Context: an optimization exercise on an open-source flow, tuned for small area and a short achievable clock period. The choices shown serve that exercise and are no tape-out recipe. At most, simulation tests tie the RTL to the original design; equivalence was not proved. No functional check of the RTL was part of runs 1 and 6. Power is estimated from default activity; no workload was simulated.

[constraint.sdc]
create_clock -name core_clock -period 5.0 [get_ports {clk}]
set_input_delay 1.0000 -clock core_clock [delete_from_list [all_inputs] [get_ports {clk}]]
set_output_delay 1.0000 -clock core_clock [all_outputs]
set_load 0.01 [all_outputs]
[run.sh]
#!/bin/bash
# synth_recipe.tcl (not shown) runs the flow's synth.tcl, then flattens the netlist and writes it again
# the make line also repeats each setting of config.mk as NAME=value (left out here)
make -C /OpenROAD-flow-scripts/flow DESIGN_CONFIG=/design/flow/config.mk WORK_HOME=/design/flow/orfs CLKGATE_MAP_FILE= SYNTH_SCRIPT=/design/flow/synth_recipe.tcl finish
[config.mk]
export PLATFORM = sky130hd
export DESIGN_NAME = dmem_responder
export DESIGN_NICKNAME = dmem_responder
export VERILOG_FILES = /design/flow/design.v
export SDC_FILE = /design/flow/constraint.sdc
export NUM_CORES = 4
export LEC_CHECK = 0
export CAP_MARGIN = 20
export CORE_MARGIN = 2
export CORE_UTILIZATION = 55
export SETUP_SLACK_MARGIN = 2.5
export SLEW_MARGIN = 20
export SYNTH_HIERARCHICAL = 1
[design.v]
package dmem_pkg;
  localparam int DMEM_DEPTH = 64;
endpackage
module dmem_lane (
  input  logic       clk,
  input  logic       s,
  input  logic       sn,
  input  logic [7:0] d,
  output logic [7:0] q
);
  always_ff @(posedge clk) begin
    q <= ({8{s}} & d) | ({8{sn}} & q);
  end
endmodule
module dmem_rd3 (
  input  logic [31:0] a,
  input  logic [31:0] b,
  input  logic [31:0] c,
  input  logic        sa,
  input  logic        sb,
  input  logic        sc,
  output logic [31:0] y_n
);
  assign y_n = ~(({32{sa}} & a) | ({32{sb}} & b) | ({32{sc}} & c));
endmodule
module dmem_rd2 (
  input  logic [31:0] a,
  input  logic [31:0] b,
  input  logic        sa,
  input  logic        sb,
  output logic [31:0] y_n
);
  assign y_n = ~(({32{sa}} & a) | ({32{sb}} & b));
endmodule
module dmem_array #(
  parameter int DEPTH = 64,
  parameter int AW    = $clog2(DEPTH)
) (
  input  logic          clk,
  input  logic          rst_n,
  input  logic          wr_en,
  input  logic          rd_en,
  input  logic [AW-1:0] idx,
  input  logic [31:0]   wdata,
  input  logic [3:0]    lane_en,
  output logic [31:0]   rdata
);
  localparam int N3 = (DEPTH - 1) / 3;      
  localparam int NS = N3 + 1;               
  logic [31:0]      mem_q [DEPTH];
  logic [31:0]      rdata_r;
  logic [DEPTH-1:0] wsel_s, rsel_s;
  logic [3:0]       lwe_s;
  logic [31:0]      part_n [NS];
  logic [31:0]      rmux_s;
  always_comb begin
    for (int k = 0; k < DEPTH; k++) begin
      wsel_s[k] = (idx == AW'(k));
      rsel_s[k] = rd_en & (idx == AW'(k));
    end
    lwe_s = {4{wr_en}} & lane_en;
  end
  for (genvar k = 0; k < DEPTH; k++) begin : g_word
    for (genvar l = 0; l < 4; l++) begin : g_lane
      dmem_lane u_lane (
        .clk(clk),
        .s  (wsel_s[k] & lwe_s[l]),
        .sn (~(wsel_s[k] & lwe_s[l])),
        .d  (wdata[8*l +: 8]),
        .q  (mem_q[k][8*l +: 8])
      );
    end
  end
  for (genvar j = 0; j < N3; j++) begin : g_rd3
    dmem_rd3 u_rd (
      .a (mem_q[3*j]), .b (mem_q[3*j+1]), .c (mem_q[3*j+2]),
      .sa(rsel_s[3*j]), .sb(rsel_s[3*j+1]), .sc(rsel_s[3*j+2]),
      .y_n(part_n[j])
    );
  end
  dmem_rd2 u_rd_last (
    .a (mem_q[DEPTH-1]), .b (rdata_r),
    .sa(rsel_s[DEPTH-1]), .sb(~rd_en),
    .y_n(part_n[N3])
  );
  always_comb begin
    rmux_s = 32'h0;
    for (int j = 0; j < NS; j++) begin
      rmux_s = rmux_s | ~part_n[j];
    end
  end
  always_ff @(posedge clk or negedge rst_n) begin
    if (!rst_n) begin
      rdata_r <= 32'h0000_0000;
    end else begin
      rdata_r <= rmux_s;
    end
  end
  assign rdata = rdata_r;
endmodule
module dmem_responder #(
  parameter int WAIT_CYCLES = 1,
  parameter int DEPTH       = dmem_pkg::DMEM_DEPTH
) (
  input  logic        clk,
  input  logic        rst_n,
  input  logic        req,
  input  logic        we,
  input  logic [7:0]  addr,
  input  logic [31:0] wdata,
  input  logic [3:0]  be,
  output logic [31:0] rdata,
  output logic        ack,
  output logic        err
);
  localparam int AW = $clog2(DEPTH);
  logic        busy_r, resp_r, mis_r;
  logic        ack_r, err_r;
  logic        idle_s, accept_s, mis_in_s;
  logic          cap_we_r;
  logic [AW-1:0] cap_idx_r;
  logic [31:0]   cap_wdata_r;
  logic [3:0]    cap_be_r;
  assign idle_s   = ~(busy_r | resp_r | mis_r);
  assign accept_s = idle_s & req;
  assign mis_in_s = |addr[1:0];
  always_ff @(posedge clk or negedge rst_n) begin
    if (!rst_n) begin
      busy_r <= 1'b0;
      resp_r <= 1'b0;
      mis_r  <= 1'b0;
      ack_r  <= 1'b0;
      err_r  <= 1'b0;
    end else begin
      busy_r <= accept_s & ~mis_in_s;
      mis_r  <= accept_s & mis_in_s;
      resp_r <= busy_r;
      ack_r  <= resp_r | mis_r;
      err_r  <= mis_r;
    end
  end
  always_ff @(posedge clk) begin
    cap_we_r    <= we;
    cap_idx_r   <= addr[2 +: AW];
    cap_wdata_r <= wdata;
    cap_be_r    <= be;
  end
  dmem_array #(.DEPTH(DEPTH), .AW(AW)) u_array (
    .clk    (clk),
    .rst_n  (rst_n),
    .wr_en  (busy_r & cap_we_r),
    .rd_en  (busy_r & ~cap_we_r),
    .idx    (cap_idx_r),
    .wdata  (cap_wdata_r),
    .lane_en(cap_be_r),
    .rdata  (rdata)
  );
  assign ack = ack_r;
  assign err = err_r;
endmodule
==> metrics.md, run 1 <==
| Metric | Value |
|---|---|
| Outcome | complete, no violations |
| Hold Crit Class | input pin to async pin |
| Placed wire-length estimate | ~190 mm |
| Total GRT Usage | about 36% |
| Post-synth top area share | 53.2% |
| Crit Path Max Fanout | 11 |
| Distinct cells, synth | 30 |
| Fin crit share | about two thirds |
| Leak | about 31 nW |
| CTS tree | yes |
| Final net count | 6,423 |
| Largest cells by area after synthesis | dfxtp_1 (53%), a22o_1 (23%), a222oi_1 (8.6%) |
| Die Y | 382 µm |
| Setup tns final | 0 ns |
| Synthesized flop and latch total | about 2,100 |
| Clock-pin slew on the worst setup and hold paths | about 0.070 ns |
| CORE AREA | around 0.14 mm² |
| Pre-antenna DRT Iters | 13 |
| Final setup violation count | 0 |
| Layout cell share with drive strength beyond 1 | between 10% and 20% |
| RSZ-0062 raised after global routing | true |
| DP Area | around 0.077 mm² |
| Starting DRT DRC Count | 9,947 |
| CTS Buf Count | roughly 210 |
| Worst setup SP type | flip-flop |
| I/O Pins | 82 |
| Worst-case clock buffer depth | 3 |
| Number of max-cap violations | 0 |
| Worst-Skew Late Latency | 0.82 ns |
| Finished layout cell area | ~0.086 mm² |
| Synthesized instance count | between 6,000 and 7,000 |
| Drc violations | 0 |
| Clk_skew | roughly 0.018 ns |
| Relative slew slack | a little over a quarter |
| Initial Utilization | 55.5% |
| Largest net degree at the start of global routing | between 60 and 70 |
| Reg2Reg Depth | 9 |
| First-pass GRT wire length | 397 mm |
| Die area | between 0.1 and 0.15 mm² |
| Vias | a little over 60,000 |
| Ys Warns | 11 |
| Cell Rows | between 100 and 150 |
| Critical Path RT | 5.64 ns |
| Initial antenna violation count | 4 |
| WS Path Type | flip-flop to flip-flop |
| Routed len/inst | ~32 µm |
| Port Buffers | 81 |
| Max IR drop VDD | 0.333 mV |
| Worst Max-Slew Pin Slew | around 1.1 ns |
| GRT overflow | 0 |
| Fmax | between 0.2 and 0.3 GHz |
| Fillcell total | about 11,000 |
| Die width | approximately 380 µm |
| Crit end category | flip-flop |
| Minimum clock period | between 3 and 4 ns |
| Mean Syn Cell Area | 11.8 µm² |
| Final hold violation count | 0 |
| Biggest area consumer among synthesized cells | dfxtp_1 |
| Avg Vias per Cell | approximately 7.3 |
| Htree depth | 4 |
| Synth top cells by count | dfxtp_1 (2,091), a22o_1 (2,048), a222oi_1 (672) |
| Most common cell in the netlist | dfxtp_1 |
| Final Slew Violations | 0 |
| Area grow syn2layout | 9.51% |
| Power Density | a little under 400 mW/mm² |
| Worst reg2reg startpoint | cap_idx_r[2] |
| CTS Root Buffer Type | clkbuf_16 |
| Routed wire length | ~270 mm |
| Vias in the first global route | 57,800 |
| Final GP Congestion | ~0.95 |
| Syn_nets | around 6,700 |
| Cell Area, Synth | 0.0787 mm² |
| FFs w/ async S/R, synth | around 1.7% |
| Post-synthesis sequential area ratio | 54.4% |
| R2R Setup Slk | ~1.6 ns |
| Synth Flop Type | dfxtp_1 |
| R2r endpoint | u_array.rdata_r[30] |
| Post-DRT Antenna Nets | 0 |
| EDFF count, synth | 0 |
| CP arrival | 4.01 ns |
| Clock sink count | between 2,000 and 2,500 |
-- worst max path at each step --
stage,from,end,slack (ns)
floorplan,busy_r,u_array.rdata_r[0],2.67
CTS,busy_r,u_array.rdata_r[30],1.84
global route,busy_r,u_array.rdata_r[30],1.73
finish,cap_idx_r[2],u_array.rdata_r[30],1.63
global placement,cap_idx_r[4],u_array.rdata_r[30],0.80
detailed placement,cap_idx_r[4],u_array.rdata_r[30],0.76
-- sequential cells by signal, summed over array words and instances, names as in the netlist --
name,count
ack_r,1
busy_r,1
cap_be_r,4
cap_idx_r,6
cap_wdata_r,32
cap_we_r,1
err_r,1
mis_r,1
resp_r,1
u_array.g_word.g_lane.u_lane.q,2048
u_array.rdata_r,32
-- what timing repair did --
action / 4_1_cts / 5_1_grt
setup endpoints to repair: 2097 / 1243
buffers inserted: 44 / 19
cloned: 13 / 5
pin swaps: 118 / 99
hold buffers: 0 / 0
resized for setup: 459 / 58
-- layer usage --
layer	routed length, µm	global-route usage (%)	up-vias
met5	60	0	-
met4	16200	18.4	4
met3	21300	5.67	664
met2	126000	57.9	3558
met1	110000	46.2	30600
li1	-	-	26400
-- area by class of cell --
cell class              instances  area, µm²  share of cell area (%)
flip-flops and latches       2128      42900                    49.8
multi-input cells            3740      31000                    36.0
clock buffers                 318       6280                    7.29
repair buffers                294       2910                    3.38
well taps                    1890       2360                    2.75
clock inverters                68        671                   0.778
inverters                       1       30.0                  0.0349
repair inverters                1       11.3                  0.0131
diodes                          2       5.00                 0.00581
-- placed cells by master, fill, tap and decap left out, types with 7 or more instances in the layout --
cell type        synthesis  layout
nand4_1                161     161
a22o_1                2048    2048
buf_12                   0      20
dfrtp_2                  0      15
and4_1                  33      33
clkdlybuf4s50_1          0      46
nor2_2                  20     175
bufinv_16                0      12
a22oi_1                 32      32
nand2_2                  0      18
nor2_1                 367     168
nor2_4                   0      47
dfrtp_1                 37      22
buf_4                    0     155
nand2_1                325     296
clkbuf_16                0     220
nand2_4                  0       7
dfxtp_4                  0       8
a222oi_1               672     672
dfxtp_2                  0      30
nor4_4                   1      28
buf_6                  385      21
clkbuf_8                 0      47
buf_2                  337      26
clkbuf_1                66      54
clkinv_2                 0      43
dfxtp_1               2091    2053
-- cells by family after synthesis --
logic type,count (synthesis),share of synthesized area [%]
buffers and inverters,794,8.00
DFF,2128,54.4
AOI/OAI and AO/OA,2752,31.7
and+or+nand+nor,983,5.96
-- critical path, cell delays in order (launching register included) --
cell      delay (ns)
dfxtp_4         0.40
buf_6           0.17
and4bb_4        0.27
nand2_4         0.09
nor2_4          0.05
buf_12          0.12
a222oi_1        0.89
nand4_1         0.66
nor4_4          0.39
nand4_1         0.13
-- Yosys stat by module, one instance, submodules excluded, a selection --
| module | cells | flops+latches |
|---|---|---|
| dmem_lane | 18 | 8 |
| dmem_rd3 | 41 | 0 |
| dmem_rd2 | 38 | 0 |
| dmem_responder | 55 | 48 |
-- power by group --
part,total [mW],internal [mW],switching [mW]
clock network,15.9,9.20,6.68
logic,0.758,0.235,0.523
registers,17.4,17.2,0.219
-- through the flow --
stage / setup WS [ns] / util (%) / power [mW] / hold slack [ns] / instances
floorplan: 2.67 / - / 18.0 / 0.363 / 6657
global placement: 0.802 / 54.2 / 18.4 / 0.381 / 7973
detailed placement: 0.756 / 54.2 / 18.4 / 0.378 / 7973
CTS: 1.84 / 60.4 / 34.1 / 0.0485 / 8416
global route: 1.73 / 60.8 / 34.9 / 0.0721 / 8440
finish: 1.63 / 60.8 / 34.0 / 0.0740 / 8442
==> run 2: changes to the inputs <==
==> design.v (replaced) <==
package dmem_pkg;
  localparam int DMEM_DEPTH = 64;
endpackage
module dmem_lane (
  input  logic       clk,
  input  logic       s,
  input  logic       sn,
  input  logic [7:0] d,
  output logic [7:0] q
);
  always_ff @(posedge clk) begin
    q <= ({8{s}} & d) | ({8{sn}} & q);
  end
endmodule
module dmem_array #(
  parameter int DEPTH = 64,
  parameter int AW    = $clog2(DEPTH)
) (
  input  logic             clk,
  input  logic             rst_n,
  input  logic [AW-1:0]    widx,      
  input  logic [3:0]       wlane,     
  input  logic [31:0]      wdata,
  input  logic [DEPTH-1:0] rsel,      
  input  logic             rd,        
  output logic [31:0]      rdata
);
  logic [31:0]      mem_q [DEPTH];
  logic [31:0]      rdata_r;
  logic [31:0]      rmux_s;
  logic [DEPTH-1:0] wdec_s;
  always_comb begin
    for (int k = 0; k < DEPTH; k++) begin
      wdec_s[k] = (widx == AW'(k));
    end
  end
  for (genvar k = 0; k < DEPTH; k++) begin : g_word
    for (genvar l = 0; l < 4; l++) begin : g_lane
      dmem_lane u_lane (
        .clk(clk),
        .s  (wdec_s[k] & wlane[l]),
        .sn (~(wdec_s[k] & wlane[l])),
        .d  (wdata[8*l +: 8]),
        .q  (mem_q[k][8*l +: 8])
      );
    end
  end
  always_comb begin
    rmux_s = {32{~rd}} & rdata_r;
    for (int k = 0; k < DEPTH; k++) begin
      rmux_s = rmux_s | ({32{rsel[k]}} & mem_q[k]);
    end
  end
  always_ff @(posedge clk or negedge rst_n) begin
    if (!rst_n) begin
      rdata_r <= 32'h0000_0000;
    end else begin
      rdata_r <= rmux_s;
    end
  end
  assign rdata = rdata_r;
endmodule
module dmem_responder #(
  parameter int WAIT_CYCLES = 1,
  parameter int DEPTH       = dmem_pkg::DMEM_DEPTH
) (
  input  logic        clk,
  input  logic        rst_n,
  input  logic        req,
  input  logic        we,
  input  logic [7:0]  addr,
  input  logic [31:0] wdata,
  input  logic [3:0]  be,
  output logic [31:0] rdata,
  output logic        ack,
  output logic        err
);
  localparam int AW = $clog2(DEPTH);
  logic        busy_r, resp_r, mis_r;
  logic        ack_r, err_r;
  logic        idle_s, accept_s, mis_in_s, go_s;
  logic [3:0]  be_s;
  logic [AW-1:0]    cap_idx_r;
  logic [31:0]      cap_wdata_r;
  logic [3:0]       wlane_r;
  logic             rd_r;
  logic [DEPTH-1:0] rsel_r;
  assign idle_s   = ~(busy_r | resp_r | mis_r);
  assign accept_s = idle_s & req;
  assign mis_in_s = |addr[1:0];
  assign go_s     = accept_s & ~mis_in_s;
  assign be_s     = be;
  always_ff @(posedge clk or negedge rst_n) begin
    if (!rst_n) begin
      busy_r  <= 1'b0;
      resp_r  <= 1'b0;
      mis_r   <= 1'b0;
      ack_r   <= 1'b0;
      err_r   <= 1'b0;
      wlane_r <= 4'b0000;
      rd_r    <= 1'b0;
      rsel_r  <= '0;
    end else begin
      busy_r  <= go_s;
      mis_r   <= accept_s & mis_in_s;
      resp_r  <= busy_r;
      ack_r   <= resp_r | mis_r;
      err_r   <= mis_r;
      wlane_r <= {4{go_s & we}} & be_s;
      rd_r    <= go_s & ~we;
      for (int k = 0; k < DEPTH; k++) begin
        rsel_r[k] <= go_s & ~we & (addr[2 +: AW] == AW'(k));
      end
    end
  end
  always_ff @(posedge clk) begin
    cap_idx_r   <= addr[2 +: AW];
    cap_wdata_r <= wdata;
  end
  dmem_array #(.DEPTH(DEPTH), .AW(AW)) u_array (
    .clk  (clk),
    .rst_n(rst_n),
    .widx (cap_idx_r),
    .wlane(wlane_r),
    .wdata(cap_wdata_r),
    .rsel (rsel_r),
    .rd   (rd_r),
    .rdata(rdata)
  );
  assign ack = ack_r;
  assign err = err_r;
endmodule
==> metrics.md, run 2 <==
| Metric | Value |
|---|---|
| Power Density | 380 mW/mm² (was 395 mW/mm²) |
| Post-DRT Antenna Nets | 0 (unchanged) |
| Dpl cells | 8,445 (was 7,973) |
| Relative slew slack | 22.9% (was 26.2%) |
| Reg2Reg Depth | 4 (was 9) |
| Clock sink count | 2,192 (was 2,128) |
| Post-synthesis mux area share | 0% (unchanged) |
| Post-synthesis adder-cell area fraction | 0% (unchanged) |
| Hold Crit Class | input pin to async pin (unchanged) |
| Net Sw Power | 8.04 mW (was 7.43 mW) |
| Outcome | complete, no violations (unchanged) |
| Worst setup SP type | flip-flop (unchanged) |
| RSZ-0062 raised after global routing | true (unchanged) |
| Synthesized flop and latch total | 2,192 (was 2,128) |
| Distinct cells, synth | 31 (was 30) |
| Post-synthesis sequential area ratio | 54.8% (was 54.4%) |
| R2r endpoint | u_array.rdata_r[7] (was u_array.rdata_r[30]) |
| Critical Path Source | rsel_r[3] (was cap_idx_r[2]) |
| Max IR drop VDD | 0.348 mV (was 0.333 mV) |
| Synth top cells by count | a22o_1 (2,320), dfxtp_1 (2,086), a22oi_1 (448) (was dfxtp_1 (2,091), a22o_1 (2,048), a222oi_1 (672)) |
| Synthesized instance count | 7,018 (was 6,657) |
| Worst Max-Slew Pin Slew | 1.16 ns (was 1.11 ns) |
| Crit Path Max Fanout | 4 (was 11) |
| Final std cells w/o fill | 9,126 (was 8,442) |
| CORE AREA | 0.146 mm² (was 0.142 mm²) |
| Finished layout cell area | 0.0934 mm² (was 0.0861 mm²) |
| Worst-Skew Late Latency | 0.86 ns (was 0.82 ns) |
| Clock power share | 47.2% (was 46.7%) |
| Final Slew Violations | 0 (unchanged) |
| CTS tree | yes (unchanged) |
| Top flop regs | u_array.g_word.g_lane.u_lane.q: 2048 flops, rsel_r: 64 flops (was u_array.g_word.g_lane.u_lane.q: 2048 flops, cap_wdata_r: 32 flops, u_array.rdata_r: 32 flops) |
| Syn_nets | 7,066 (was 6,705) |
| Routed len/inst | 44.0 µm (was 32.4 µm) |
| EDFF count, synth | 0 (unchanged) |
| Pre-antenna DRT Iters | 10 (was 13) |
| Post-synth top area share | 51.5% (was 53.2%) |
| Clock-pin slew on the worst setup and hold paths | 0.06 ns (was 0.07 ns) |
| Largest family of logic cells by synthesized area | compound AO/OA/AOI/OAI gates (unchanged) |
| Most frequent cells in the layout | a22o_1 (2,310), dfxtp_1 (2,054), a22oi_1 (395) (was dfxtp_1 (2,053), a22o_1 (2,048), a222oi_1 (672)) |
| Simple logic cell fraction of the synthesized area | 5.02% (was 5.96%) |
| Final net count | 7,048 (was 6,423) |
| Layout cell share with drive strength beyond 1 | 19.6% (was 14.4%) |
| GRT overflow | 0 (unchanged) |
| I/O Pins | 82 (unchanged) |
| Routed wire length | 402 mm (was 274 mm) |
| CTS Hold Buffers Added | 0 (unchanged) |
| Sequential power share | 50.5% (was 51.1%) |
| Switch share | 22.6% (was 21.8%) |
| Crit end category | flip-flop (unchanged) |
| Worst setup path endpoint | u_array.rdata_r[7] (was u_array.rdata_r[30]) |
| Fin crit share | 59.4% (was 67.4%) |
| Htree depth | 4 (unchanged) |
| Int Pwr | 27.5 mW (was 26.6 mW) |
| Synth Flop Type | dfxtp_1 (unchanged) |
| Final GP Congestion | 1.02 (was 0.948) |
| Vias in the first global route | 64,500 (was 57,800) |
| Part of the power in combinational logic | 2.3% (was 2.2%) |
| First-pass GRT wire length | 533 mm (was 397 mm) |
| Max reg flops | 2,048 (unchanged) |
| Biggest area consumer among synthesized cells | dfxtp_1 (unchanged) |
| Starting DRT DRC Count | 13,800 (was 9,947) |
| Vias | 72,100 (was 61,200) |
| Leak | 37.3 nW (was 31.5 nW) |
| Worst-case clock buffer depth | 3 (unchanged) |
| WS Path Type | flip-flop to flip-flop (unchanged) |
| Mean Syn Cell Area | 11.6 µm² (was 11.8 µm²) |
| Clk_skew | 0.0267 ns (was 0.0179 ns) |
| Final setup violation count | 0 (unchanged) |
| Worst reg2reg startpoint | rsel_r[3] (was cap_idx_r[2]) |
| Port Buffers | 81 (unchanged) |
| Util after Layout | 63.9% (was 60.8%) |
| Critical Path RT | 5.72 ns (was 5.64 ns) |
| Ys Warns | 10 (was 11) |
| Initial Utilization | 55.5% (about the same) |
| CP arrival | 3.69 ns (was 4.01 ns) |
| Setup tns final | 0 ns (unchanged) |
| FFs w/ async S/R, synth | 4.84% (was 1.74%) |
| Area grow syn2layout | 15.2% (was 9.51%) |
| Biggest register | u_array.g_word.g_lane.u_lane.q (unchanged) |
| Die Y | 388 µm (was 382 µm) |
| Die width | 388 µm (was 382 µm) |
| Fillcell total | 11,500 (was 11,400) |
| Largest net degree at the start of global routing | 77 (was 65) |
| Total GRT Usage | 50.4% (was 35.8%) |
| CTS Root Buffer Type | clkbuf_16 (unchanged) |
| XOR/XNOR Fraction of Synth Area | 0% (unchanged) |
| Fmax | 0.337 GHz (was 0.297 GHz) |
| Die area | 0.151 mm² (was 0.146 mm²) |
| Avg Vias per Cell | 7.90 (was 7.25) |
| Final hold violation count | 0 (unchanged) |
| Final Power | 35.5 mW (was 34.0 mW) |
| Cell Area, Synth | 0.0811 mm² (was 0.0787 mm²) |
| Largest cells by area after synthesis | dfxtp_1 (51%), a22o_1 (25%), a22oi_1 (4.1%) (was dfxtp_1 (53%), a22o_1 (23%), a222oi_1 (8.6%)) |
| Initial antenna violation count | 35 (was 4) |
| Minimum clock period | 2.97 ns (was 3.37 ns) |
| DP Area | 0.0808 mm² (was 0.0768 mm²) |
| Cell Rows | 140 (was 138) |
| Drc violations | 0 (unchanged) |
| R2R Setup Slk | 2.03 ns (was 1.63 ns) |
| Number of max-cap violations | 0 (unchanged) |
| Most common cell in the netlist | a22o_1 (was dfxtp_1) |
| Post-synthesis compound-gate area fraction | 32.6% (was 31.7%) |
| CTS Buf Count | 216 (was 209) |
| Most common cell after layout, fill and taps aside | a22o_1 (was dfxtp_1) |
| Placed wire-length estimate | 254 mm (was 187 mm) |
## run 2: cell types whose count changed after synthesis, moves of 121 or more
| cell | before | now |
|---|---|---|
| a221oi_1 | 0 | 263 |
| a222oi_1 | 672 | 32 |
| a22o_1 | 2048 | 2320 |
| a22oi_1 | 32 | 448 |
| buf_6 | 385 | 264 |
| inv_1 | 1 | 257 |
| nor2_1 | 367 | 67 |
## run 2: layer usage
layer | global-route usage (%) | up-vias | part of all wire (%)
met5 | 0.542 | - | 0.040
met4 | 34.2 | 22 | 8.0
met3 | 23.8 | 1619 | 17
met2 | 66.2 | 7381 | 38
met1 | 64.8 | 35500 | 36
li1 | - | 27600 | -
## run 2: how the worst min path moves through the flow
stage               slack (ns)   start  cells past startpoint         end
global placement          0.38  busy_r                      0      resp_r
CTS                       0.19   rst_n                      1  rsel_r[26]
global route              0.22   rst_n                      1  rsel_r[26]
floorplan                 0.35  busy_r                      0      resp_r
detailed placement        0.39  busy_r                      0      resp_r
finish                    0.17   rst_n                      1  rsel_r[26]
## run 2: metrics by stage
stage,setup slack (ns),hold WS [ns]
after floorplan,2.89,0.347
after global placement,1.65,0.384
after detailed placement,1.64,0.390
after CTS,2.27,0.189
after global routing,2.26,0.223
final,2.03,0.170
## run 2: what timing repair did
action / CTS / global route
resized for setup: 523 / 264
cloned: 4 / 7
pin swaps: 46 / 92
buffers inserted: 162 / 81
endpoints found under the setup margin: 1380 / 1461
## run 2: power by group through the flow
stage / clock network (mW) / logic [mW] / registers, mW
after floorplan: 0 / 0.262 / 18.3
after global placement: 0 / 0.713 / 18.3
after detailed placement: 0 / 0.719 / 18.3
after CTS: 16.6 / 0.746 / 17.9
after global routing: 17.3 / 0.820 / 17.9
final: 16.8 / 0.813 / 18.0
## run 2: worst max-delay path: stages (launching register included)
cell and delay [ns]:
dfrtp_4 0.49, buf_12 0.15, a222oi_1 0.94, nand4_1 0.56
or4_1 0.67
## run 2: final cells by class
cell class / instances / area [µm²] / share of cell area, %
diodes: 32 / 80.1 / 0.0857
clock buffers: 348 / 6630 / 7.10
clock inverters: 47 / 566 / 0.605
inverters: 257 / 1200 / 1.28
multi-input cells: 3799 / 32300 / 34.6
flip-flops and latches: 2192 / 44700 / 47.8
well taps: 1917 / 2400 / 2.57
repair buffers: 534 / 5600 / 6.00
## run 2: modules after synthesis, one instance, submodules excluded, excerpt
module	area, µm²	flip-flops and latches	times used	cells inside
dmem_lane	246	8	256	18
dmem_responder	3850	112	1	238
## run 2: cells by family (layout without fill, tap and decap cells)
| logic type | Yosys count | in the layout |
|---|---|---|
| compound gates | 3072 | 3072 |
| buf+inv | 1027 | 1186 |
| flops | 2192 | 2192 |
| other cells | 0 | 32 |
| simple gates | 727 | 727 |
==> run 3: changes to the inputs <==
--- a/config.mk
+++ b/config.mk
@@ -9,4 +9,6 @@
 export CORE_MARGIN = 2
 export CORE_UTILIZATION = 55
+export CTS_CLUSTER_DIAMETER = 70
+export CTS_CLUSTER_SIZE = 24
 export SETUP_SLACK_MARGIN = 2.5
 export SLEW_MARGIN = 20
==> metrics.md, run 3 <==
| Metric | Value |
|---|---|
| Max reg flops | 2,048 (unchanged) |
| Most common cell after layout, fill and taps aside | a22o_1 (unchanged) |
| Post-synthesis sequential area ratio | 54.8% (unchanged) |
| Minimum clock period | 2.82 ns (was 2.97 ns) |
| Worst reg2reg startpoint | rsel_r[45] (was rsel_r[3]) |
| Hold Crit Class | input pin to async pin (unchanged) |
| Final GP Congestion | 1.02 (unchanged) |
| Synth Flop Type | dfxtp_1 (unchanged) |
| R2R Setup Slk | 2.18 ns (was 2.03 ns) |
| Max IR drop VDD | 0.349 mV (was 0.348 mV) |
| Relative slew slack | 22.8% (was 22.9%) |
| Synth top cells by count | a22o_1 (2,320), dfxtp_1 (2,086), a22oi_1 (448) (unchanged) |
| Reg area | 0.0447 mm² (about the same) |
| WS Path Type | flip-flop to flip-flop (unchanged) |
| Post-synth top area share | 51.5% (unchanged) |
| Top flop regs | u_array.g_word.g_lane.u_lane.q: 2048 flops, rsel_r: 64 flops (unchanged) |
| Cell Area, Synth | 0.0811 mm² (unchanged) |
| CP arrival | 3.50 ns (was 3.69 ns) |
| Critical Path RT | 5.68 ns (was 5.72 ns) |
| CTS Buf Count | 138 (was 216) |
| Worst setup SP type | flip-flop (unchanged) |
| CTS Root Buffer Type | clkbuf_16 (unchanged) |
| Worst path bufs/invs | 1 (unchanged) |
| Fin crit share | 56.3% (was 59.4%) |
| I/O Pins | 82 (unchanged) |
| Avg Vias per Cell | 7.94 (was 7.90) |
| Outcome | complete, no violations (unchanged) |
| EDFF count, synth | 0 (unchanged) |
| Placed wire-length estimate | 254 mm (unchanged) |
| Synthesized flop and latch total | 2,192 (unchanged) |
| Die width | 388 µm (unchanged) |
| R2r endpoint | u_array.rdata_r[11] (was u_array.rdata_r[7]) |
| Total GRT Usage | 50.1% (was 50.4%) |
| Largest net degree at the start of global routing | 77 (unchanged) |
| Ys Warns | 10 (unchanged) |
| Distinct cells, synth | 31 (unchanged) |
| Mean Syn Cell Area | 11.6 µm² (unchanged) |
| Slowest stage cell, crit path | a222oi_1 (unchanged) |
| Biggest register | u_array.g_word.g_lane.u_lane.q (unchanged) |
| Crit Path Max Fanout | 10 (was 4) |
| Largest cells by area after synthesis | dfxtp_1 (51%), a22o_1 (25%), a22oi_1 (4.1%) (unchanged) |
| Fmax | 0.355 GHz (was 0.337 GHz) |
| Biggest area consumer among synthesized cells | dfxtp_1 (unchanged) |
| Setup tns final | 0 ns (unchanged) |
| Cell chain of the critical path | buf_12 > a222oi_1 > nand4_1 > or4_4 (was buf_12 > a222oi_1 > nand4_1 > or4_1) |
| Dpl cells | 8,445 (unchanged) |
| Clock-pin slew on the worst setup and hold paths | 0.08 ns (was 0.06 ns) |
| Starting DRT DRC Count | 13,800 (about the same) |
| Cell Rows | 140 (unchanged) |
| Port Buffers | 81 (unchanged) |
| Most common cell in the netlist | a22o_1 (unchanged) |
| Reg2Reg Depth | 4 (unchanged) |
| Area grow syn2layout | 12.3% (was 15.2%) |
| Power Density | 352 mW/mm² (was 380 mW/mm²) |
| Clock sink count | 2,192 (unchanged) |
| Worst Max-Slew Pin Slew | 1.16 ns (about the same) |
| CP top delay family | simple AND/OR/NAND/NOR gates (unchanged) |
| First-pass GRT wire length | 529 mm (was 533 mm) |
| Number of max-cap violations | 0 (unchanged) |
| Crit end category | flip-flop (unchanged) |
| Clk_skew | 0.0286 ns (was 0.0267 ns) |
| Die Y | 388 µm (unchanged) |
| FFs w/ async S/R, synth | 4.84% (unchanged) |
| Routed len/inst | 44.5 µm (was 44.0 µm) |
| Fillcell total | 11,700 (was 11,500) |
| Crit path largest cell delay | 0.70 ns (was 0.94 ns) |
| Vias | 71,200 (was 72,100) |
| Leak | 36.1 nW (was 37.3 nW) |
| Layout cell share with drive strength beyond 1 | 19.0% (was 19.6%) |
| Htree depth | 4 (unchanged) |
| CTS Hold Buffers Added | 0 (unchanged) |
| Worst-case clock buffer depth | 3 (unchanged) |
| Initial Utilization | 55.5% (unchanged) |
| RSZ-0062 raised after global routing | true (unchanged) |
| Drc violations | 0 (unchanged) |
| Syn_nets | 7,066 (unchanged) |
| CORE AREA | 0.146 mm² (unchanged) |
| Synthesized instance count | 7,018 (unchanged) |
| Final hold violation count | 0 (unchanged) |
| Routed wire length | 399 mm (was 402 mm) |
| Final std cells w/o fill | 8,970 (was 9,126) |
| Most frequent cells in the layout | a22o_1 (2,313), dfxtp_1 (2,053), a22oi_1 (387) (was a22o_1 (2,310), dfxtp_1 (2,054), a22oi_1 (395)) |
| Initial antenna violation count | 28 (was 35) |
| GRT overflow | 0 (unchanged) |
| Pre-antenna DRT Iters | 10 (unchanged) |
| Die area | 0.151 mm² (unchanged) |
| Final setup violation count | 0 (unchanged) |
| Area of the multi-input gates | 0.0323 mm² (about the same) |
| Post-DRT Antenna Nets | 0 (unchanged) |
| Final Slew Violations | 0 (unchanged) |
| Vias in the first global route | 63,700 (was 64,500) |
| Final net count | 6,965 (was 7,048) |
| Worst-Skew Late Latency | 0.83 ns (was 0.86 ns) |
| CTS tree | yes (unchanged) |
==> run 3: Yosys stat by module (local to each module, per instance), a selection <==
module / cells / cell area [µm²]
dmem_lane: 18 / 246
dmem_responder: 238 / 3850
==> run 3: routing by layer <==
metal	share of wire (%)	track usage (%)
met2	39	66.7
met4	7.7	32.3
met1	36	65.3
met5	0.16	0.287
met3	17	21.9
==> run 3: logic make-up (layout without fill, tap and decap cells) <==
family                 count (synthesis)  count (layout)  share of synthesized area [%]
and+or+nand+nor                      727             727                           5.02
buffers and inverters               1027            1041                           7.63
other                                  0              21                              0
AOI/OAI and AO/OA                   3072            3072                           32.6
DFF                                 2192            2192                           54.8
==> run 3: timing repair <==
action                      CTS  global route
setup endpoints to repair  1414          1394
pin swaps                    49            89
resized for setup           503           282
gates cloned                  4             5
setup buffers               155            85
hold endpoints to repair      0             0
==> run 3: through the flow <==
stage | total power, mW | util [%] | worst slack [ns] | area (µm²) | hold WS, ns
after global routing | 32.6 | 62.3 | 2.35 | 91000 | 0.273
after CTS | 31.9 | 60.9 | 2.29 | 89000 | 0.227
after detailed placement | 19.0 | 55.3 | 1.64 | 80800 | 0.390
after floorplan | 18.6 | - | 2.89 | 81100 | 0.347
final | 32.1 | 62.4 | 2.18 | 91100 | 0.221
after global placement | 19.0 | 55.3 | 1.65 | 80800 | 0.384
==> run 3: report_power, final <==
part | leakage [nW] | total [mW] | switching, mW | internal [mW]
clock | 2.42 | 13.3 | 6.75 | 6.57
sequential | 18.2 | 17.9 | 0.263 | 17.7
combinational | 15.5 | 0.809 | 0.584 | 0.225
total | 36.1 | 32.1 | 7.60 | 24.5
==> run 3: cell type report <==
cell class	count	area share, %
multi-input cells	3799	35.5
diodes	21	0.0577
clock inverters	87	1.23
clock buffers	168	4.25
repair buffers	529	5.97
inverters	257	1.32
well taps	1917	2.63
flip-flops and latches	2192	49.0
==> run 3: how the worst max path moves through the flow <==
stage                       startpoint                                       end  cells after the start
after floorplan                     we                                 rsel_r[3]                      5
after global placement              we                                rsel_r[62]                      3
after detailed placement            we                                rsel_r[62]                      3
after CTS                 cap_idx_r[2]  u_array.g_word[55].g_lane[1].u_lane.q[1]                      6
after global routing        rsel_r[35]                       u_array.rdata_r[13]                      8
final                       rsel_r[45]                       u_array.rdata_r[11]                      4
==> run 4: changes to the inputs <==
--- a/design.v
+++ b/design.v
@@ -13,11 +13,62 @@
   end
 endmodule
+module dmem_wdec (
+  input  logic a,
+  input  logic b,
+  input  logic c,
+  output logic s,
+  output logic sn
+);
+  assign s  = a & b & c;
+  assign sn = ~(a & b & c);
+endmodule
+module dmem_rd2 (
+  input  logic [31:0] a,
+  input  logic [31:0] b,
+  input  logic        sa,
+  input  logic        sb,
+  output logic [31:0] y_n
+);
+  assign y_n = ~(({32{sa}} & a) | ({32{sb}} & b));
+endmodule
+module dmem_nand2 (
+  input  logic [31:0] a,
+  input  logic [31:0] b,
+  output logic [31:0] y
+);
+  assign y = ~(a & b);
+endmodule
+module dmem_nand3 (
+  input  logic [31:0] a,
+  input  logic [31:0] b,
+  input  logic [31:0] c,
+  output logic [31:0] y
+);
+  assign y = ~(a & b & c);
+endmodule
+module dmem_nand4 (
+  input  logic [31:0] a,
+  input  logic [31:0] b,
+  input  logic [31:0] c,
+  input  logic [31:0] d,
+  output logic [31:0] y
+);
+  assign y = ~(a & b & c & d);
+endmodule
+module dmem_nor3 (
+  input  logic [31:0] a,
+  input  logic [31:0] b,
+  input  logic [31:0] c,
+  output logic [31:0] y
+);
+  assign y = ~(a | b | c);
+endmodule
 module dmem_array #(
-  parameter int DEPTH = 64,
-  parameter int AW    = $clog2(DEPTH)
+  parameter int DEPTH = 64
 ) (
   input  logic             clk,
   input  logic             rst_n,
-  input  logic [AW-1:0]    widx,      
+  input  logic [7:0]       wa,        
+  input  logic [7:0]       wb,        
   input  logic [3:0]       wlane,     
   input  logic [31:0]      wdata,
@@ -26,19 +77,24 @@
   output logic [31:0]      rdata
 );
-  logic [31:0]      mem_q [DEPTH];
-  logic [31:0]      rdata_r;
-  logic [31:0]      rmux_s;
-  logic [DEPTH-1:0] wdec_s;
-  always_comb begin
-    for (int k = 0; k < DEPTH; k++) begin
-      wdec_s[k] = (widx == AW'(k));
-    end
-  end
+  logic [31:0] mem_q [DEPTH];
+  logic [31:0] rdata_r;
+  logic [31:0] t1_n [33];    
+  logic [31:0] t2 [9];       
+  logic [31:0] t3_n [3];     
+  logic [31:0] rmux_s;
   for (genvar k = 0; k < DEPTH; k++) begin : g_word
     for (genvar l = 0; l < 4; l++) begin : g_lane
+      logic s, sn;
+      dmem_wdec u_dec (
+        .a (wa[k / 8]),
+        .b (wb[k % 8]),
+        .c (wlane[l]),
+        .s (s),
+        .sn(sn)
+      );
       dmem_lane u_lane (
         .clk(clk),
-        .s  (wdec_s[k] & wlane[l]),
-        .sn (~(wdec_s[k] & wlane[l])),
+        .s  (s),
+        .sn (sn),
         .d  (wdata[8*l +: 8]),
         .q  (mem_q[k][8*l +: 8])
@@ -46,10 +102,24 @@
     end
   end
-  always_comb begin
-    rmux_s = {32{~rd}} & rdata_r;
-    for (int k = 0; k < DEPTH; k++) begin
-      rmux_s = rmux_s | ({32{rsel[k]}} & mem_q[k]);
-    end
-  end
+  for (genvar j = 0; j < DEPTH / 2; j++) begin : g_rd1
+    dmem_rd2 u_rd (
+      .a (mem_q[2*j]), .b (mem_q[2*j+1]),
+      .sa(rsel[2*j]), .sb(rsel[2*j+1]),
+      .y_n(t1_n[j])
+    );
+  end
+  dmem_nand2 u_hold (.a({32{~rd}}), .b(rdata_r), .y(t1_n[32]));
+  for (genvar j = 0; j < 6; j++) begin : g_rd2
+    dmem_nand4 u_g (.a(t1_n[4*j]), .b(t1_n[4*j+1]), .c(t1_n[4*j+2]),
+                    .d(t1_n[4*j+3]), .y(t2[j]));
+  end
+  for (genvar j = 0; j < 3; j++) begin : g_rd2b
+    dmem_nand3 u_g (.a(t1_n[24+3*j]), .b(t1_n[24+3*j+1]), .c(t1_n[24+3*j+2]),
+                    .y(t2[6+j]));
+  end
+  for (genvar j = 0; j < 3; j++) begin : g_rd3
+    dmem_nor3 u_g (.a(t2[3*j]), .b(t2[3*j+1]), .c(t2[3*j+2]), .y(t3_n[j]));
+  end
+  dmem_nand3 u_rd4 (.a(t3_n[0]), .b(t3_n[1]), .c(t3_n[2]), .y(rmux_s));
   always_ff @(posedge clk or negedge rst_n) begin
     if (!rst_n) begin
@@ -81,5 +151,5 @@
   logic        idle_s, accept_s, mis_in_s, go_s;
   logic [3:0]  be_s;
-  logic [AW-1:0]    cap_idx_r;
+  logic [7:0]       wa_r, wb_r;
   logic [31:0]      cap_wdata_r;
   logic [3:0]       wlane_r;
@@ -115,11 +185,15 @@
   end
   always_ff @(posedge clk) begin
-    cap_idx_r   <= addr[2 +: AW];
+    for (int i = 0; i < 8; i++) begin
+      wa_r[i] <= (addr[7:5] == 3'(i));
+      wb_r[i] <= (addr[4:2] == 3'(i));
+    end
     cap_wdata_r <= wdata;
   end
-  dmem_array #(.DEPTH(DEPTH), .AW(AW)) u_array (
+  dmem_array #(.DEPTH(DEPTH)) u_array (
     .clk  (clk),
     .rst_n(rst_n),
-    .widx (cap_idx_r),
+    .wa   (wa_r),
+    .wb   (wb_r),
     .wlane(wlane_r),
     .wdata(cap_wdata_r),
==> metrics.md, run 4 <==
| Metric | Value |
|---|---|
| Outcome | complete, no violations (unchanged) |
| Met1 GRT Util | 50.2% (was 65.3%) |
| Final hold violation count | 0 (unchanged) |
| Avg Vias per Cell | 7.26 (was 7.94) |
| Clock-pin slew on the worst setup and hold paths | 0.08 ns (about the same) |
| Area of the multi-input gates | 0.0325 mm² (was 0.0323 mm²) |
| Ys Warns | 13 (was 10) |
| Most frequent cells in the layout | a22o_1 (2,048), dfxtp_1 (2,048), a22oi_1 (1,024) (was a22o_1 (2,313), dfxtp_1 (2,053), a22oi_1 (387)) |
| Largest cells by area after synthesis | dfxtp_1 (51%), a22o_1 (22%), a22oi_1 (9.3%) (was dfxtp_1 (51%), a22o_1 (25%), a22oi_1 (4.1%)) |
| Starting DRT DRC Count | 8,417 (was 13,800) |
| Htree depth | 4 (unchanged) |
| Final Slew Violations | 0 (unchanged) |
| Final net count | 6,732 (was 6,965) |
| Number of max-cap violations | 0 (unchanged) |
| Final GP Congestion | 0.854 (was 1.02) |
| Dpl cells | 8,550 (was 8,445) |
| Final setup violation count | 0 (unchanged) |
| Setup tns final | 0 ns (unchanged) |
| Syn_nets | 7,132 (was 7,066) |
| Worst setup SP type | flip-flop (unchanged) |
| Crit end category | flip-flop (unchanged) |
| Clk_skew | 0.0256 ns (was 0.0286 ns) |
| Post-synthesis sequential area ratio | 53.7% (was 54.8%) |
| WS Path Type | flip-flop to flip-flop (unchanged) |
| Worst-case clock buffer depth | 3 (unchanged) |
| Most common cell in the netlist | dfxtp_1 (was a22o_1) |
| Area grow syn2layout | 3.70% (was 12.3%) |
| Vias | 64,000 (was 71,200) |
| First-pass GRT wire length | 408 mm (was 529 mm) |
| Synth Flop Type | dfxtp_1 (unchanged) |
| Critical Path RT | 5.63 ns (was 5.68 ns) |
| Drc violations | 0 (unchanged) |
| Minimum clock period | 2.50 ns (was 2.82 ns) |
| Worst Max-Slew Pin Slew | 1.12 ns (was 1.16 ns) |
| Relative slew slack | 25.5% (was 22.8%) |
| Synthesized flop and latch total | 2,202 (was 2,192) |
| Vias in the first global route | 59,200 (was 63,700) |
| R2r endpoint | u_array.rdata_r[0] (was u_array.rdata_r[11]) |
| GRT met2 Usage | 53.7% (was 66.7%) |
| Die width | 393 µm (was 388 µm) |
| CTS Buf Count | 139 (was 138) |
| Total GRT Usage | 35.3% (was 50.1%) |
| GRT overflow | 0 (unchanged) |
| CTS tree | yes (unchanged) |
| Biggest area consumer among synthesized cells | dfxtp_1 (unchanged) |
| Biggest register | u_array.g_word.g_lane.u_lane.q (unchanged) |
| Crit Path Max Fanout | 17 (was 10) |
| Max reg flops | 2,048 (unchanged) |
| Largest net degree at the start of global routing | 90 (was 77) |
| Cell Rows | 142 (was 140) |
| Hold Crit Class | input pin to async pin (unchanged) |
| RSZ-0062 raised after global routing | false (was true) |
| Initial Utilization | 55.4% (was 55.5%) |
| Initial antenna violation count | 12 (was 28) |
| Placed wire-length estimate | 170 mm (was 254 mm) |
| Worst-Skew Late Latency | 0.79 ns (was 0.83 ns) |
| Clock sink count | 2,202 (was 2,192) |
| CP arrival | 3.13 ns (was 3.50 ns) |
| Layout cell share with drive strength beyond 1 | 8.96% (was 19.0%) |
| CTS Root Buffer Type | clkbuf_16 (unchanged) |
| Fmax | 0.399 GHz (was 0.355 GHz) |
| Pre-antenna DRT Iters | 8 (was 10) |
| Worst reg2reg startpoint | rsel_r[6] (was rsel_r[45]) |
| Die area | 0.154 mm² (was 0.151 mm²) |
| Post-DRT Antenna Nets | 0 (unchanged) |
| EDFF count, synth | 0 (unchanged) |
| Reg2Reg Depth | 5 (was 4) |
| Synth top cells by count | dfxtp_1 (2,096), a22o_1 (2,048), a22oi_1 (1,024) (was a22o_1 (2,320), dfxtp_1 (2,086), a22oi_1 (448)) |
| Top flop regs | u_array.g_word.g_lane.u_lane.q: 2048 flops, rsel_r: 64 flops (unchanged) |
| Post-synth top area share | 50.5% (was 51.5%) |
| R2R Setup Slk | 2.50 ns (was 2.18 ns) |
| FFs w/ async S/R, synth | 4.81% (was 4.84%) |
| Distinct cells, synth | 30 (was 31) |
| Busiest metal layer after global routing | met2 (unchanged) |
| CORE AREA | 0.150 mm² (was 0.146 mm²) |
| Port Buffers | 81 (unchanged) |
| Reg area | 0.0448 mm² (was 0.0447 mm²) |
| Mean Syn Cell Area | 11.7 µm² (was 11.6 µm²) |
| Final std cells w/o fill | 8,813 (was 8,970) |
| Met3 GRT Util | 5.82% (was 21.9%) |
| Synthesized instance count | 7,084 (was 7,018) |
| Routed len/inst | 32.2 µm (was 44.5 µm) |
| Fillcell total | 12,600 (was 11,700) |
| Die Y | 393 µm (was 388 µm) |
| Cell Area, Synth | 0.0831 mm² (was 0.0811 mm²) |
| Fin crit share | 50.1% (was 56.3%) |
| Max IR drop VDD | 0.379 mV (was 0.349 mV) |
| Power Density | 365 mW/mm² (was 352 mW/mm²) |
| Leak | 32.7 nW (was 36.1 nW) |
| I/O Pins | 82 (unchanged) |
| Routed wire length | 284 mm (was 399 mm) |
-- run 4: Yosys stat by module, one instance, submodules excluded, excerpt --
module | area [µm²] | cells | copies in the design | flip-flops and latches
dmem_nor3 | 320 | 32 | 3 | 0
dmem_wdec | 11.3 | 2 | 256 | 0
dmem_nand2 | 120 | 32 | 1 | 0
dmem_rd2 | 289 | 38 | 32 | 0
dmem_nand3 | 160 | 32 | 4 | 0
dmem_nand4 | 200 | 32 | 6 | 0
dmem_lane | 246 | 18 | 256 | 8
dmem_responder | 4110 | 267 | 1 | 122
-- run 4: how the worst max path moves through the flow --
stage,slack [ns],to,start,cells past startpoint
finish,2.50,u_array.rdata_r[0],rsel_r[6],5
global placement,1.62,rsel_r[6],req,4
global route,2.51,rdata[29],u_array.rdata_r[29],1
detailed placement,1.65,rsel_r[42],req,4
floorplan,2.89,rsel_r[15],addr[1],4
CTS,2.44,rdata[30],u_array.rdata_r[30],1
-- run 4: per-stage QoR --
step	setup slack (ns)	util, %	instance area, µm²	hold slack [ns]	total power, mW
finish	2.50	57.4	86100	0.247	31.4
CTS	2.44	57.4	86100	0.221	31.5
global route	2.51	57.4	86100	0.257	32.2
floorplan	2.89	-	83100	0.347	18.7
detailed placement	1.65	54.3	81500	0.370	19.2
global placement	1.62	54.3	81500	0.362	19.2
-- run 4: kinds of logic after synthesis --
kind of cell | count (synthesis) | share of synthesized area (%)
and+or+nand+nor | 1063 | 8.28
AOI/OAI and AO/OA | 3072 | 30.8
DFF | 2202 | 53.7
buffers and inverters | 747 | 7.16
-- run 4: critical path: stages (launching register included) --
cell and delay, ns:
dfrtp_1 0.70, buf_4 0.40, a22oi_1 0.39, nand4_1 0.18, nor3_2 0.49, nand3_1 0.14
-- run 4: layout make-up --
type / count / share of cell area (%)
Sequential cell: 2202 / 52.0
Multi-Input combinational cell: 4136 / 37.8
Clock buffer: 177 / 4.50
Tap cell: 2016 / 2.93
Timing Repair Buffer: 196 / 1.81
Clock inverter: 69 / 0.927
Inverter: 9 / 0.0392
Antenna cell: 8 / 0.0232
-- run 4: report_power, final --
group          internal [mW]  leakage (nW)  switching, mW
registers               17.7          18.4          0.429
clock network           6.24          2.25           6.34
logic                  0.198          12.1          0.446
-- run 4: per-layer routing --
metal,vias to the layer above,part of all wire (%)
li1,27500,-
met1,32600,43
met2,3394,44
met3,473,8.9
met4,8,4.0
met5,-,0.020
-- run 4: repair_timing --
| item | 4_1_cts | 5_1_grt |
|---|---|---|
| endpoints found under the setup margin | 39 | 540 |
| cloned | 1 | 0 |
| hold buffers | 0 | 0 |
| buffers inserted | 4 | 4 |
| pin swaps | 0 | 0 |
| resized for setup | 146 | 2 |
==> run 5: changes to the inputs <==
--- a/config.mk
+++ b/config.mk
@@ -8,8 +8,8 @@
 export CAP_MARGIN = 20
 export CORE_MARGIN = 2
-export CORE_UTILIZATION = 55
+export CORE_UTILIZATION = 65
 export CTS_CLUSTER_DIAMETER = 70
 export CTS_CLUSTER_SIZE = 24
-export SETUP_SLACK_MARGIN = 2.5
+export SETUP_SLACK_MARGIN = 2.7
 export SLEW_MARGIN = 20
 export SYNTH_HIERARCHICAL = 1
==> metrics.md, run 5 <==
| Metric | Value |
|---|---|
| Slowest stage cell, crit path | dfrtp_2 (was dfrtp_1) |
| Vias in the first global route | 60,000 (was 59,200) |
| Largest cells by area after synthesis | dfxtp_1 (51%), a22o_1 (22%), a22oi_1 (9.3%) (unchanged) |
| Routed wire length | 270 mm (was 284 mm) |
| Most frequent cells in the layout | a22o_1 (2,048), dfxtp_1 (2,048), a22oi_1 (1,024) (unchanged) |
| Pre-antenna DRT Iters | 6 (was 8) |
| Critical Path RT | 4.00 ns (was 5.63 ns) |
| Die Y | 361 µm (was 393 µm) |
| Layout cell share with drive strength beyond 1 | 9.24% (was 8.96%) |
| Post-DRT Antenna Nets | 0 (unchanged) |
| Distinct cells, synth | 30 (unchanged) |
| Final hold violation count | 0 (unchanged) |
| EDFF count, synth | 0 (unchanged) |
| Top flop regs | u_array.g_word.g_lane.u_lane.q: 2048 flops, rsel_r: 64 flops (unchanged) |
| Starting DRT DRC Count | 10,200 (was 8,417) |
| Final GP Congestion | 0.936 (was 0.854) |
| Fmax | 0.410 GHz (was 0.399 GHz) |
| Drc violations | 0 (unchanged) |
| Cell Area, Synth | 0.0831 mm² (unchanged) |
| Worst path bufs/invs | 1 (unchanged) |
| Minimum clock period | 2.44 ns (was 2.50 ns) |
| Final setup violation count | 0 (unchanged) |
| Largest net degree at the start of global routing | 66 (was 90) |
| Power Density | 360 mW/mm² (was 365 mW/mm²) |
| RSZ-0062 raised after global routing | true (was false) |
| Crit end category | primary output (was flip-flop) |
| Biggest register | u_array.g_word.g_lane.u_lane.q (unchanged) |
| Final net count | 6,743 (was 6,732) |
| Synth Flop Type | dfxtp_1 (unchanged) |
| Max reg flops | 2,048 (unchanged) |
| Crit path largest cell delay | 0.50 ns (was 0.70 ns) |
| Total GRT Usage | 38.7% (was 35.3%) |
| CP arrival | 1.44 ns (was 3.13 ns) |
| Syn_nets | 7,132 (unchanged) |
| Vias | 65,000 (was 64,000) |
| Die area | 0.131 mm² (was 0.154 mm²) |
| CTS Root Buffer Type | clkbuf_16 (unchanged) |
| Worst-case clock buffer depth | 3 (unchanged) |
| Max IR drop VDD | 0.343 mV (was 0.379 mV) |
| Most common cell in the netlist | dfxtp_1 (unchanged) |
| Synth top cells by count | dfxtp_1 (2,096), a22o_1 (2,048), a22oi_1 (1,024) (unchanged) |
| Worst setup SP type | flip-flop (unchanged) |
| I/O Pins | 82 (unchanged) |
| FFs w/ async S/R, synth | 4.81% (unchanged) |
| Cell chain of the critical path | buf_6 (was buf_4 > a22oi_1 > nand4_1 > nor3_2 > nand3_1) |
| Clock-pin slew on the worst setup and hold paths | 0.10 ns (was 0.08 ns) |
| Htree depth | 4 (unchanged) |
| Post-synth top area share | 50.5% (unchanged) |
| CTS Buf Count | 130 (was 139) |
| Synthesized flop and latch total | 2,202 (unchanged) |
| WS Path Type | flip-flop to primary output (was flip-flop to flip-flop) |
| Hold Crit Class | input pin to async pin (unchanged) |
| Outcome | complete, no violations (unchanged) |
| CORE AREA | 0.127 mm² (was 0.150 mm²) |
| Critical Path Source | u_array.rdata_r[10] (was rsel_r[6]) |
| Mean Syn Cell Area | 11.7 µm² (unchanged) |
| First-pass GRT wire length | 389 mm (was 408 mm) |
| Worst-Skew Late Latency | 0.81 ns (was 0.79 ns) |
| Worst reg2reg startpoint | wb_r[6] (was rsel_r[6]) |
| Leak | 32.9 nW (was 32.7 nW) |
| CP top delay family | flip-flops (was simple AND/OR/NAND/NOR gates) |
| Final Power | 31.0 mW (was 31.4 mW) |
| Initial antenna violation count | 12 (unchanged) |
| Routed len/inst | 31.8 µm (was 32.2 µm) |
| Post-synthesis sequential area ratio | 53.7% (unchanged) |
| Port Buffers | 81 (unchanged) |
| Initial Utilization | 65.3% (was 55.4%) |
| Clock sink count | 2,202 (unchanged) |
| Biggest area consumer among synthesized cells | dfxtp_1 (unchanged) |
| CTS Hold Buffers Added | 0 (unchanged) |
| GRT overflow | 0 (unchanged) |
| Avg Vias per Cell | 7.67 (was 7.26) |
| Final Slew Violations | 0 (unchanged) |
| Die width | 361 µm (was 393 µm) |
| Synthesized instance count | 7,084 (unchanged) |
| CTS tree | yes (unchanged) |
| Worst Max-Slew Pin Slew | 1.15 ns (was 1.12 ns) |
| Crit Path Max Fanout | 2 (was 17) |
| Area grow syn2layout | 3.58% (was 3.70%) |
| Setup tns final | 0 ns (unchanged) |
| Number of max-cap violations | 0 (unchanged) |
| Relative slew slack | 23.0% (was 25.5%) |
| Fin crit share | 48.8% (was 50.1%) |
| Placed wire-length estimate | 156 mm (was 170 mm) |
| Ys Warns | 13 (unchanged) |
| Cell Rows | 131 (was 142) |
| Clk_skew | 0.0305 ns (was 0.0256 ns) |
==> run 5: kinds of logic after synthesis <==
group | count (synthesis) | synth area share [%]
AOI/OAI and AO/OA | 3072 | 30.8
buffers and inverters | 747 | 7.16
DFF | 2202 | 53.7
and+or+nand+nor | 1063 | 8.28
==> run 5: metal layers <==
metal,vias to the layer above,routed length (µm),GRT usage (%),part of all wire [%]
met5,-,152,0,0.056
met4,18,16100,20.8,6.0
met3,706,29500,7.58,11
met2,4221,114000,55.9,42
met1,32500,110000,54.7,41
li1,27600,-,-,-
==> run 5: power by group <==
part | internal [mW] | leakage (nW) | switching (mW)
sequential | 17.7 | 18.4 | 0.375
combinational | 0.222 | 12.3 | 0.528
clock | 5.75 | 2.16 | 6.37
==> run 5: worst paths after layout <==
kind                       slack [ns]  depth (start not counted)                                        to
hold reg to reg                  0.39                          0                                    resp_r
min in group core_clock          0.39                          0                                    resp_r
setup reg to reg                 2.71                          3  u_array.g_word[62].g_lane[1].u_lane.q[1]
max in group asynchronous        3.57                          2                                rsel_r[23]
hold / removal                   0.30                          1                                    resp_r
setup / recovery                 2.56                          1                                 rdata[10]
==> run 5: final cells by class <==
class / instances / area [µm²]
clock buffer: 161 / 3620
multi-input combinational: 4135 / 32500
tap: 1662 / 2080
clock inverter: 76 / 840
sequential: 2202 / 44800
antenna: 16 / 40.0
timing repair buffer: 217 / 2090
fill: 9673 / 41100
inverter: 9 / 33.8
==> run 5: per-module statistics from Yosys (local to each module, per instance), excerpt <==
module / times used / flops+latches / area, µm²
dmem_lane: 256 / 8 / 246
dmem_nand2: 1 / 0 / 120
dmem_nand3: 4 / 0 / 160
dmem_nand4: 6 / 0 / 200
dmem_nor3: 3 / 0 / 320
dmem_rd2: 32 / 0 / 289
dmem_responder: 1 / 122 / 4110
dmem_wdec: 256 / 0 / 11.3
==> run 5: what timing repair did <==
item | CTS | global route
endpoints found under the setup margin | 912 | 457
buffers inserted | 19 | 10
gates resized for setup | 174 | 7
==> run 5: per-stage QoR <==
step	area (µm²)	cells	utilization (%)	setup WS, ns	hold WS [ns]
5_1_grt	86000	8469	67.6	2.54	0.322
3_3_place_gp	81000	8196	63.7	1.87	0.365
2_1_floorplan	83100	7084	-	2.89	0.347
4_1_cts	85800	8452	67.4	2.52	0.285
6_report	86000	8478	67.6	2.56	0.299
3_5_place_dp	81000	8196	63.7	1.84	0.371
==> run 6: changes to the inputs <==
--- a/design.v
+++ b/design.v
@@ -75,5 +75,5 @@
   input  logic [DEPTH-1:0] rsel,      
   input  logic             rd,        
-  output logic [31:0]      rdata
+  output logic [31:0]      rnext      
 );
   logic [31:0] mem_q [DEPTH];
@@ -129,5 +129,5 @@
     end
   end
-  assign rdata = rdata_r;
+  assign rnext = rmux_s;
 endmodule
 module dmem_responder #(
@@ -156,4 +156,6 @@
   logic             rd_r;
   logic [DEPTH-1:0] rsel_r;
+  logic [31:0]      rnext_s;
+  logic [31:0]      rdata_r;
   assign idle_s   = ~(busy_r | resp_r | mis_r);
   assign accept_s = idle_s & req;
@@ -200,6 +202,14 @@
     .rsel (rsel_r),
     .rd   (rd_r),
-    .rdata(rdata)
+    .rnext(rnext_s)
   );
+  always_ff @(posedge clk or negedge rst_n) begin
+    if (!rst_n) begin
+      rdata_r <= 32'h0000_0000;
+    end else begin
+      rdata_r <= rnext_s;
+    end
+  end
+  assign rdata = rdata_r;
   assign ack = ack_r;
   assign err = err_r;
==> metrics.md, run 6 <==
| Metric | Value |
|---|---|
| Cell Area, Synth | 0.0839 mm² (was 0.0831 mm²) |
| Avg Vias per Cell | 7.59 (was 7.67) |
| Ys Warns | 13 (unchanged) |
| Crit end category | primary output (unchanged) |
| Power Density | 355 mW/mm² (was 360 mW/mm²) |
| Worst Max-Slew Pin Slew | 1.13 ns (was 1.15 ns) |
| Total GRT Usage | 36.5% (was 38.7%) |
| Reg2Reg Depth | 5 (was 3) |
| Number of max-cap violations | 0 (unchanged) |
| DP Area | 0.0818 mm² (was 0.0810 mm²) |
| Met3 GRT Util | 5.16% (was 7.58%) |
| Final setup violation count | 0 (unchanged) |
| Layout cell share with drive strength beyond 1 | 8.51% (was 9.24%) |
| Final hold violation count | 0 (unchanged) |
| Syn_nets | 7,164 (was 7,132) |
| Max reg flops | 2,048 (unchanged) |
| Die width | 363 µm (was 361 µm) |
| Met1 GRT Util | 52.0% (was 54.7%) |
| Port Buffers | 81 (unchanged) |
| Clock sink count | 2,234 (was 2,202) |
| Initial antenna violation count | 5 (was 12) |
| Final Slew Violations | 0 (unchanged) |
| Fin crit share | 49.0% (was 48.8%) |
| Area grow syn2layout | 2.62% (was 3.58%) |
| Dpl cells | 8,227 (was 8,196) |
| I/O Pins | 82 (unchanged) |
| Relative slew slack | 24.7% (was 23.0%) |
| Crit path setup slack, layout | 2.55 ns (was 2.56 ns) |
| Worst setup SP type | flip-flop (unchanged) |
| Cell Rows | 131 (unchanged) |
| CP top delay family | flip-flops (unchanged) |
| Starting DRT DRC Count | 9,237 (was 10,200) |
| Crit Path Max Fanout | 1 (was 2) |
| Vias in the first global route | 58,500 (was 60,000) |
| Routed wire length | 258 mm (was 270 mm) |
| Hold Crit Class | input pin to async pin (unchanged) |
| CP arrival | 1.45 ns (was 1.44 ns) |
| Most common cell in the netlist | dfxtp_1 (unchanged) |
| R2r endpoint | rdata_r[23] (was u_array.g_word[62].g_lane[1].u_lane.q[1]) |
| Placed wire-length estimate | 156 mm (about the same) |
| Clock-pin slew on the worst setup and hold paths | 0.09 ns (was 0.10 ns) |
| Synth Flop Type | dfxtp_1 (unchanged) |
| Pre-CTS setup slack | 2.02 ns (was 1.84 ns) |
| CTS Hold Buffers Added | 0 (unchanged) |
| Final Power | 30.5 mW (was 31.0 mW) |
| RSZ-0062 raised after global routing | true (unchanged) |
| Die area | 0.132 mm² (was 0.131 mm²) |
| Distinct cells, synth | 30 (unchanged) |
| Htree depth | 3 (was 4) |
| WS Path Type | flip-flop to primary output (unchanged) |
| Most frequent cells in the layout | a22o_1 (2,048), dfxtp_1 (2,048), a22oi_1 (1,024) (unchanged) |
| Critical Path RT | 4.00 ns (about the same) |
| Worst path bufs/invs | 1 (unchanged) |
| Slowest stage cell, crit path | dfrtp_2 (unchanged) |
| Post-DRT Antenna Nets | 0 (unchanged) |
| Worst reg2reg startpoint | rsel_r[16] (was wb_r[6]) |
| Synth top cells by count | dfxtp_1 (2,096), a22o_1 (2,048), a22oi_1 (1,024) (unchanged) |
| GRT met2 Usage | 55.3% (was 55.9%) |
| Max IR drop VDD | 0.384 mV (was 0.343 mV) |
| Busiest metal layer after global routing | met2 (unchanged) |
| Synthesized instance count | 7,116 (was 7,084) |
| Cell chain of the critical path | buf_6 (unchanged) |
| CORE AREA | 0.128 mm² (was 0.127 mm²) |
| Clk_skew | 0.0304 ns (was 0.0305 ns) |
| Initial Utilization | 65.6% (was 65.3%) |
| CTS Root Buffer Type | clkbuf_16 (unchanged) |
| Top flop regs | u_array.g_word.g_lane.u_lane.q: 2048 flops, rsel_r: 64 flops (unchanged) |
| FFs w/ async S/R, synth | 6.18% (was 4.81%) |
| Minimum clock period | 2.45 ns (was 2.44 ns) |
| Final std cells w/o fill | 8,458 (was 8,478) |
| Worst-Skew Late Latency | 0.80 ns (was 0.81 ns) |
| R2R Setup Slk | 2.68 ns (was 2.71 ns) |
| Finished layout cell area | 0.0861 mm² (was 0.0860 mm²) |
| Largest cells by area after synthesis | dfxtp_1 (50%), a22o_1 (21%), a22oi_1 (9.2%) (was dfxtp_1 (51%), a22o_1 (22%), a22oi_1 (9.3%)) |
| Setup tns final | 0 ns (unchanged) |
| Final GP Congestion | 0.903 (was 0.936) |
| First-pass GRT wire length | 372 mm (was 389 mm) |
| Largest net degree at the start of global routing | 72 (was 66) |
| GRT overflow | 0 (unchanged) |
| Outcome | complete, no violations (unchanged) |
| CTS Buf Count | 120 (was 130) |
| EDFF count, synth | 0 (unchanged) |
| Pre-antenna DRT Iters | 6 (unchanged) |
| Biggest register | u_array.g_word.g_lane.u_lane.q (unchanged) |
| Biggest area consumer among synthesized cells | dfxtp_1 (unchanged) |
| Fmax | 0.409 GHz (was 0.410 GHz) |
| Routed len/inst | 30.6 µm (was 31.8 µm) |
| Drc violations | 0 (unchanged) |
| Final net count | 6,746 (was 6,743) |
| Post-synthesis sequential area ratio | 54.1% (was 53.7%) |
| Post-synth top area share | 50.0% (was 50.5%) |
| Worst-case clock buffer depth | 3 (unchanged) |
| Leak | 33.0 nW (was 32.9 nW) |
| Synthesized flop and latch total | 2,234 (was 2,202) |
| CTS tree | yes (unchanged) |
| Mean Syn Cell Area | 11.8 µm² (was 11.7 µm²) |
| Vias | 64,200 (was 65,000) |
| Crit path largest cell delay | 0.50 ns (about the same) |
| Number of cells on the critical path | 1 (unchanged) |
| Die Y | 363 µm (was 361 µm) |
## run 6: worst max-delay path by stage
stage	to	slack, ns	start
after floorplan	rsel_r[15]	2.89	addr[1]
after global placement	rsel_r[40]	2.06	addr[2]
after detailed placement	rsel_r[54]	2.02	addr[4]
after CTS	rdata[16]	2.52	rdata_r[16]
after global routing	rdata[16]	2.52	rdata_r[16]
final	rdata[17]	2.55	rdata_r[17]
## run 6: report_power, final
part	leakage [nW]	internal (mW)	switching, mW
Clock	1.96	5.19	6.25
Sequential	18.8	18.0	0.334
Combinational	12.2	0.211	0.525
Total	33.0	23.4	7.11
## run 6: area by class of cell
cell class                 instances  area (µm²)
fill                            9695       41800
clock inverter                    73         873
timing repair buffer             198        1830
tap                             1662        2080
sequential                      2234       45600
clock buffer                     143        3150
multi-input combinational       4135       32500
inverter                           9        33.8
antenna                            4        10.0
## run 6: Yosys stat by module (local to each module, per instance), excerpt
module,copies in the design,cells,cell area (µm²)
dmem_lane,256,18,246
dmem_nand2,1,32,120
dmem_nand3,4,32,160
dmem_nand4,6,32,200
dmem_nor3,3,32,320
dmem_rd2,32,38,289
dmem_responder,1,299,4910
dmem_wdec,256,2,11.3
## run 6: per-stage QoR
step / util [%] / hold WS [ns]
6_report: 67.3 / 0.166
4_1_cts: 67.1 / 0.141
3_5_place_dp: 64.0 / 0.378
3_3_place_gp: 64.0 / 0.370
5_1_grt: 67.3 / 0.177
2_1_floorplan: - / 0.347
## run 6: cell families (layout without fill, tap and decap cells)
kind of cell	Yosys count	after routing	share of synthesized area [%]
AO/OA/AOI/OAI	3072	3072	30.6
buffers and inverters	747	423	7.10
flip-flops	2234	2234	54.1
other	0	4	0
AND/OR/NAND/NOR	1063	1063	8.20
## run 6: timing repair
| item | in CTS | in global routing |
|---|---|---|
| setup buffers | 2 | 8 |
| gates resized for setup | 166 | 15 |
| endpoints found under the setup margin | 368 | 605 |
## run 6: worst register-to-register path: stages, from the launching register on
cell and delay, ns:
dfrtp_1 0.52, buf_4 0.33, a22oi_1 0.42, nand4_1 0.24, nor3_2 0.45, nand3_1 0.22
## run 6: layer usage
layer	part of all wire (%)	vias to the layer above	routed length, µm
met2	44	3830	113000
met3	9.2	564	23800
met5	0	-	0
li1	-	27600	-
met4	4.9	0	12800
met1	42	32200	109000

separate check: timing with driven ports:
The results above use ideal ports. As a check the final layouts listed here were re-extracted and re-timed, cells and wires unchanged.
Step 1 sets driving cells, clkbuf_16 on the clock port and buf_2 on the other inputs (assumed; they add their load-dependent delay and slew).
Step 2 times the ports against the registers' clock, not the clock port: input delays grow and output delays shrink by t, the midpoint of the rising clock arrivals with the driver on.
Three values: ideal ports, drivers, drivers and shift; two values: the first two.
run | t (ns) | slack for setup (ns) | worst data-port slew with drivers (ns)
run 1 | 0.897 | 1.631 / 1.631 / 1.631 | 0.04
run 2 | 0.927 | 2.032 / 2.032 / 1.694 | 0.05
run 3 | 0.890 | 2.185 / 2.185 / 1.664 | 0.05
run 4 | 0.857 | 2.497 / 2.475 / 1.815 | 0.15
run 5 | 0.875 | 2.559 / 2.476 / 1.888 | 0.05
run 6 | 0.857 | 2.552 / 2.476 / 2.008 | 0.06
After both steps setup and hold are still met in every run listed. The setup slack of run 4, which loses most, moves by -0.022 ns with the drivers and by -0.682 ns with both steps.
